This design comes from an exercise in tuning for a short achievable clock period and few clock cycles on the open sky130 flow, not from production work.
Function was checked by simulation only, so behaviour that the tests miss may differ from the original.
The clock port is modelled as an ideal driver; clocking choices that lean on that would not hold on a real chip.
No activity file was given, so power comes from the tool's default toggle rates.

// tracking_top
module tracking_top (
	input  logic          crystal_clk_div_by_two,
	input  logic          rst,
	input  logic          start_valid,
	input  logic [15:0]   start_count,
	input  logic [7:0]    start_min_size,
	input  logic          start_mode,
	output logic          start_ready,
	output logic          mem_rd_en,
	output logic [17:0]   mem_rd_addr,
	input  logic [31:0]   mem_rdata,
	output logic          result_valid,
	output logic [293:0]  result,
	input  logic          result_ready
);
Size: ~3800 cells after synthesis, ~890 flip-flops.
clock: 8.0 ns
lec_check: 0
abc_clock_period_in_ps: 2500
cap_margin: 20
core_margin: 2
core_utilization: 60
setup_slack_margin: 5
slew_margin: 20
standard.sh (not shown) runs the stock make flow with config.mk's settings and CLKGATE_MAP_FILE= SYNTH_SCRIPT=/design/flow/synth_recipe.tcl, a recipe that flattens the netlist after the stock synthesis.
==> flow/flow/run.sh <==
#!/bin/bash
set -uo pipefail
MARGIN=${FLOW_SETUP_MARGIN:-5.6}
export CLOCK_PORT_NAME=crystal_clk_div_by_two
export POST_CTS_TCL=$PWD/flow/post_cts.tcl
sed "s/SETUP_SLACK_MARGIN=[0-9.]*/SETUP_SLACK_MARGIN=${MARGIN}/" standard.sh > standard_tight.sh
bash standard_tight.sh > standard_tight.log 2>&1
rc=$?
mkdir -p orfs_logs
cp -r orfs/logs/. orfs_logs/ 2>/dev/null
exit $rc
Other scripts of this flow, unchanged in this note and not shown: flow/flow/flatten_clock.tcl, flow/flow/post_cts.tcl
Testbench counts at the start, summed over its fixed seeds: cycles 20,376.
==> next run, changes <==
Settings changed: CTS_CLUSTER_DIAMETER from default to 70, CTS_CLUSTER_SIZE from default to 20.
Result: The changed run ran to the end with no violations. Cell area is lower by a few percent. Combinational power came out lower by a few percent. Die area is unchanged. Core utilization decreases by 2.7 points. Global-route usage went down by 0.99 points. Power goes down by roughly a tenth.
==> next run, changes <==
Settings changed: CTS_CLUSTER_DIAMETER 70 to 80, CTS_CLUSTER_SIZE 20 to 26.
What happened: Sequential power stays flat; worst hold slack is better by 43 ps; setup slack improved by 30 ps; power came out lower by about 3%; clock power is lower by 9.0%; wire length drops by about 0.6%; cell count is lower by about 0.6%.

---

The RTL this note starts from:
==> flow/design.v <==
package blob_mem_pkg;
	typedef logic [32-1:0] mem_word_t;
	typedef logic [18-1:0] mem_addr_t;
	typedef logic [7:0] color_code_t;     
	typedef logic [15:0] metric_t;        
	typedef logic [7:0] height_t;
	typedef logic [7:0] coord_t;
	typedef logic [15:0] centroid_sum_t;
	typedef struct packed {
		logic rd_en;
		mem_addr_t addr;
	} mem_rd_t;
	typedef struct packed {
		logic [32-9:0] spare;
		color_code_t code;
	} color_word_t;
	typedef struct packed {
		logic [32-25:0] spare;
		height_t height;
		metric_t size;
	} size_word_t;
	typedef struct packed {
		coord_t x;
		coord_t y;
		centroid_sum_t sum;
	} centroid_word_t;
endpackage
package tracking_pkg;
	typedef logic [16-1:0] blob_count_t;
	typedef logic [2:0] color_idx_t;     
	typedef logic [7:0] min_size_t;
	typedef enum logic {
		mode_biggest,     
		mode_highest      
	} metric_mode_t;
	typedef struct packed {
		blob_count_t blob_count;
		min_size_t min_size;
		metric_mode_t mode;
	} track_req_t;
	typedef struct packed {
		logic found;
		logic [7:0] x;
		logic [7:0] y;
		logic [15:0] sum;
		logic [15:0] metric;
	} slot_t;
	typedef logic [6*49-1:0] track_result_t;
	typedef enum logic [2:0] {
		st_idle,
		st_clear,
		st_read_color,
		st_read_metric,
		st_read_centroid,
		st_report
	} ctrl_state_t;
endpackage
`timescale 1ns/1ps
module tracking_top (
	input  logic          crystal_clk_div_by_two,
	input  logic          rst,
	input  logic          start_valid,
	input  logic [15:0]   start_count,
	input  logic [7:0]    start_min_size,
	input  logic          start_mode,
	output logic          start_ready,
	output logic          mem_rd_en,
	output logic [17:0]   mem_rd_addr,
	input  logic [31:0]   mem_rdata,
	output logic          result_valid,
	output logic [293:0]  result,
	input  logic          result_ready
);
	localparam int NC = 6;
	localparam int AW = 18;
	localparam logic [1:0] K_SIZE = 2'd0;
	localparam logic [1:0] K_COLOR = 2'd1;
	localparam logic [1:0] K_CENT = 2'd2;     
	localparam logic [1:0] K_SPEC = 2'd3;     
	logic srdy;                  
	logic busy;                  
	logic rv;                    
	logic clr;                   
	logic mode;
	logic [15:0] rem;            
	logic more;                  
	logic [AW-1:0] na_s, na_c, na_x;     
	logic rd_en;
	logic [AW-1:0] rd_addr;
	logic [1:0] rd_kind;
	logic [NC-1:0] rd_col;       
	logic rd_cok;                
	logic [AW-1:0] rd_caddr;     
	logic [AW-1:0] rd_xaddr;     
	logic [15:0] rd_m;           
	logic rd_max;                
	logic d_v;
	logic [1:0] d_kind;
	logic [NC-1:0] d_col;
	logic d_cok;
	logic [AW-1:0] d_caddr;
	logic [AW-1:0] d_xaddr;
	logic [15:0] d_m;
	logic d_max;
	logic q_size;                
	logic q_need;                
	logic [15:0] q_sm;           
	logic q_smax;
	logic [AW-1:0] q_caddr;      
	logic [AW-1:0] q_sxaddr;     
	logic q_color;               
	logic [NC-1:0] q_col;        
	logic [15:0] q_cm;           
	logic q_cmax;
	logic [AW-1:0] q_cxaddr;     
	logic [NC-1:0] q_gtb;        
	logic q_gtq;                 
	logic [NC-1:0] pupd;         
	logic [15:0] best [NC];      
	logic [AW-1:0] best_xaddr [NC];
	logic [NC-1:0] sat;          
	logic all_sat;
	logic [15:0] min_best;       
	logic [NC-1:0] dirty;        
	logic [NC-1:0] found;
	logic [15:0] res_metric [NC];
	logic [31:0] res_cent [NC];
	assign start_ready = srdy;
	assign result_valid = rv;
	assign mem_rd_en = rd_en;
	assign mem_rd_addr = rd_addr;
	genvar gc;
	generate
		for (gc = 0; gc < NC; gc++) begin : g_res
			assign result[49*gc +: 49] = {found[gc], res_cent[gc], res_metric[gc]};
		end
	endgenerate
	logic [NC-1:0] upd;
	always_comb begin
		for (int c = 0; c < NC; c++) begin
			upd[c] = q_color && q_col[c] && (pupd[c] ? q_gtq : q_gtb[c]);
		end
	end
	logic spec_hit;              
	assign spec_hit = d_v && (d_kind == K_SPEC);
	logic need_color;
	assign need_color = q_size && q_need;
	logic go_size;
	assign go_size = more && !all_sat;
	logic go_spec;
	assign go_spec = rd_en && (rd_kind == K_COLOR);
	logic [NC-1:0] pick;
	assign pick = dirty & (~dirty + 1'b1);
	logic [AW-1:0] pick_addr;
	always_comb begin
		pick_addr = '0;
		for (int c = 0; c < NC; c++) begin
			pick_addr = pick_addr | (pick[c] ? best_xaddr[c] : '0);
		end
	end
	logic done;
	assign done = busy && !go_size && !rd_en && !(d_v && (d_kind == K_SIZE || d_kind == K_COLOR))
		&& !need_color && !(q_color && !spec_hit) && (dirty == '0);
	logic [15:0] in_metric;
	logic [7:0] in_height;
	logic [15:0] in_size;
	logic in_hok;
	logic in_need;
	assign in_height = mem_rdata[23:16];
	assign in_size = mem_rdata[15:0];
	assign in_hok = (in_height <= 8'(120));
	assign in_metric = mode ? (in_hok ? {8'd0, in_height} : 16'd0) : in_size;
	assign in_need = mode ? (in_hok && ({8'd0, in_height} > min_best)) : (in_size > min_best);
	logic [15:0] mb [3];
	logic [2:0] is_min;
	logic [15:0] min_next;
	always_comb begin
		is_min[0] = (mb[0] <= mb[1]) && (mb[0] <= mb[2]);
		is_min[1] = (mb[1] < mb[0]) && (mb[1] <= mb[2]);
		is_min[2] = (mb[2] < mb[0]) && (mb[2] < mb[1]);
		min_next = (is_min[0] ? mb[0] : '0) | (is_min[1] ? mb[1] : '0) | (is_min[2] ? mb[2] : '0);
	end
	always_ff @(posedge crystal_clk_div_by_two) begin
		for (int k = 0; k < 3; k++) begin
			if (!busy) begin
				mb[k] <= {8'd0, start_min_size};
			end else begin
				mb[k] <= (best[2*k] <= best[2*k+1]) ? best[2*k] : best[2*k+1];
			end
		end
		if (!busy) begin
			min_best <= {8'd0, start_min_size};
		end else begin
			min_best <= min_next;
		end
	end
	logic [NC-1:0] in_col;
	always_comb begin
		for (int c = 0; c < NC; c++) begin
			in_col[c] = (mem_rdata[7:0] == 8'(c + 1));
		end
	end
	always_ff @(posedge crystal_clk_div_by_two) begin
		if (rst) begin
			srdy <= 1'b1;
			busy <= 1'b0;
			rv <= 1'b0;
			clr <= 1'b1;
			rd_en <= 1'b0;
			d_v <= 1'b0;
			q_size <= 1'b0;
			q_color <= 1'b0;
			more <= 1'b0;
			dirty <= '0;
		end else begin
			clr <= rv && result_ready;
			d_v <= rd_en;
			q_size <= d_v && d_kind == K_SIZE;
			q_color <= d_v && d_kind == K_COLOR;
			if (srdy) begin
				srdy <= !start_valid;
				busy <= start_valid;
				rd_en <= start_valid && (start_count != '0);
				rd_kind <= K_SIZE;
				more <= |start_count[15:1];
				all_sat <= start_mode && (start_min_size >= 8'(120));
				dirty <= '0;
			end else if (busy) begin
				rd_en <= 1'b0;
				if (need_color) begin
					rd_en <= 1'b1;
					rd_kind <= K_COLOR;
				end else if (go_size) begin
					rd_en <= 1'b1;
					rd_kind <= K_SIZE;
					more <= (rem != 16'd2);
				end else if (go_spec) begin
					rd_en <= 1'b1;
					rd_kind <= K_SPEC;
				end else if (dirty != '0) begin
					rd_en <= 1'b1;
					rd_kind <= K_CENT;
				end
				dirty <= (dirty & ~((!need_color && !go_size && !go_spec) ? pick : '0)
					& ~(spec_hit ? upd : '0)) | (spec_hit ? '0 : upd);
				all_sat <= &sat;
				if (done) begin
					busy <= 1'b0;
					rv <= 1'b1;
				end
			end else if (rv && result_ready) begin
				rv <= 1'b0;
				srdy <= 1'b1;
			end
		end
	end
	always_ff @(posedge crystal_clk_div_by_two) begin
		if (!busy) begin
			rd_addr <= AW'(200000 + 1);
			rd_caddr <= AW'(200000);
			rd_xaddr <= AW'(200000 + 2);
			na_s <= AW'(200000 + 4);
			na_c <= AW'(200000 + 3);
			na_x <= AW'(200000 + 5);
			rem <= start_count;
			mode <= start_mode;
		end else if (need_color) begin
			rd_addr <= q_caddr;
			rd_xaddr <= q_sxaddr;
			rd_m <= q_sm;
			rd_max <= q_smax;
		end else if (go_size) begin
			rd_addr <= na_s;
			rd_caddr <= na_c;
			rd_xaddr <= na_x;
			na_s <= na_s + AW'(3);
			na_c <= na_c + AW'(3);
			na_x <= na_x + AW'(3);
			rem <= rem - 1'b1;
		end else if (go_spec) begin
			rd_addr <= rd_xaddr;
		end else begin
			rd_addr <= pick_addr;
			rd_col <= pick;
			rd_cok <= !(|(pick & upd));
		end
		d_kind <= rd_kind;
		d_col <= rd_col;
		d_cok <= rd_cok && !(|(rd_col & upd));
		d_caddr <= rd_caddr;
		d_xaddr <= rd_xaddr;
		d_m <= rd_m;
		d_max <= rd_max;
		q_need <= in_need;
		q_sm <= in_metric;
		q_smax <= mode ? (in_height == 8'(120)) : (in_size == 16'hffff);
		q_caddr <= d_caddr;
		q_sxaddr <= d_xaddr;
		q_col <= in_col;
		q_cm <= d_m;
		q_cmax <= d_max;
		q_cxaddr <= d_xaddr;
		for (int c = 0; c < NC; c++) begin
			q_gtb[c] <= d_m > best[c];
		end
		q_gtq <= d_m > q_cm;
		pupd <= upd;
	end
	always_ff @(posedge crystal_clk_div_by_two) begin
		for (int c = 0; c < NC; c++) begin
			if (clr) begin
				found[c] <= 1'b0;
				res_metric[c] <= '0;
				res_cent[c] <= '0;
			end
			if (!busy) begin
				best[c] <= {8'd0, start_min_size};
				sat[c] <= start_mode && (start_min_size >= 8'(120));
			end else begin
				if (upd[c]) begin
					best[c] <= q_cm;
					best_xaddr[c] <= q_cxaddr;
					sat[c] <= q_cmax;
					found[c] <= 1'b1;
					res_metric[c] <= q_cm;
				end
				if ((upd[c] && spec_hit)
					|| (d_v && d_kind == K_CENT && d_col[c] && d_cok)) begin
					res_cent[c] <= mem_rdata;
				end
			end
		end
	end
endmodule
export LEC_CHECK = 0
export ABC_CLOCK_PERIOD_IN_PS = 2000
export CAP_MARGIN = 20
export CORE_MARGIN = 2
export CORE_UTILIZATION = 70
export SETUP_SLACK_MARGIN = 5
export SLEW_MARGIN = 20
create_clock -name core_clock -period 8.0 [get_ports {crystal_clk_div_by_two}]
==> flow/flow/run.sh <==
#!/bin/bash
set -uo pipefail
MARGIN=${FLOW_SETUP_MARGIN:-5.8}
sed "s/SETUP_SLACK_MARGIN=[0-9.]*/SETUP_SLACK_MARGIN=${MARGIN}/" standard.sh > standard_tight.sh
bash standard_tight.sh > standard_tight.log 2>&1
rc=$?
mkdir -p orfs_logs
cp -r orfs/logs/. orfs_logs/ 2>/dev/null
exit $rc
The first run ended with an error in global routing (5_1_grt).
Testbench counts at the start, summed over its fixed seeds: cycles 20,376.
Next try:
--- a/flow/flow/run.sh
+++ b/flow/flow/run.sh
@@ -2,3 +2,3 @@
 set -uo pipefail
-MARGIN=${FLOW_SETUP_MARGIN:-5.8}
+MARGIN=${FLOW_SETUP_MARGIN:-5.5}
 sed "s/SETUP_SLACK_MARGIN=[0-9.]*/SETUP_SLACK_MARGIN=${MARGIN}/" standard.sh > standard_tight.sh
Settings changed: ABC_CLOCK_PERIOD_IN_PS 2000 to 2500, CORE_UTILIZATION 70 to 40.
Result: The new run passed the timing, design-rule and antenna checks; synthesized area does not change; synthesized cell count is unchanged.
Next try:
--- a/flow/flow/run.sh
+++ b/flow/flow/run.sh
@@ -2,3 +2,3 @@
 set -uo pipefail
-MARGIN=${FLOW_SETUP_MARGIN:-5.5}
+MARGIN=${FLOW_SETUP_MARGIN:-5.6}
 sed "s/SETUP_SLACK_MARGIN=[0-9.]*/SETUP_SLACK_MARGIN=${MARGIN}/" standard.sh > standard_tight.sh
Settings changed: CORE_UTILIZATION 40 to 60.
=> Final area is lower by 0.32%; worst setup slack improves by 0.047 ns; first-iteration DRC count climbs by 34%; worst hold slack degrades by 0.012 ns; fmax rises by 1.7%; sequential share of layout area hardly moves; die area drops by 33%; total power shrinks by 0.86%.

==> port drivers added, routing unchanged <==
No port has a modelled driver above. Below, the same layouts with a new extraction and two added sets of constraints.
Step 1, drivers: a clkbuf_16 drives crystal_clk_div_by_two and a buf_2 each remaining input, both assumed.
Step 2 times the ports against the registers' clock, not the clock port: input delays grow and output delays shrink by t, the midpoint of the rising clock arrivals with the driver on.
Three values: ideal, step 1, step 2; two values: the first two.
run | shift t [ns] | setup slack, ns | clock arrival spread, ns | worst data-port slew with drivers (ns) | pins driven straight from the clock port
the first run of note 1 | 0.617 | 5.375 / 5.240 / 5.053 | 0.088 / 0.088 | 0.14 | 4
the second run of note 1 | 0.553 | 5.445 / 5.316 / 5.094 | 0.077 / 0.077 | 0.13 | 4
the third run of note 1 | 0.537 | 5.475 / 5.350 / 5.050 | 0.042 / 0.042 | 0.13 | 4
the second run of note 2 | 0.734 | 5.221 / 5.156 / 4.778 | 0.032 / 0.032 | 0.10 | 1
the third run of note 2 | 0.698 | 5.268 / 5.206 / 4.900 | 0.027 / 0.028 | 0.13 | 1
After both steps every run listed still meets setup and hold. For the second run of note 2, which loses most, drivers alone change the setup slack by -0.065 ns; drivers and shift together by -0.443 ns.
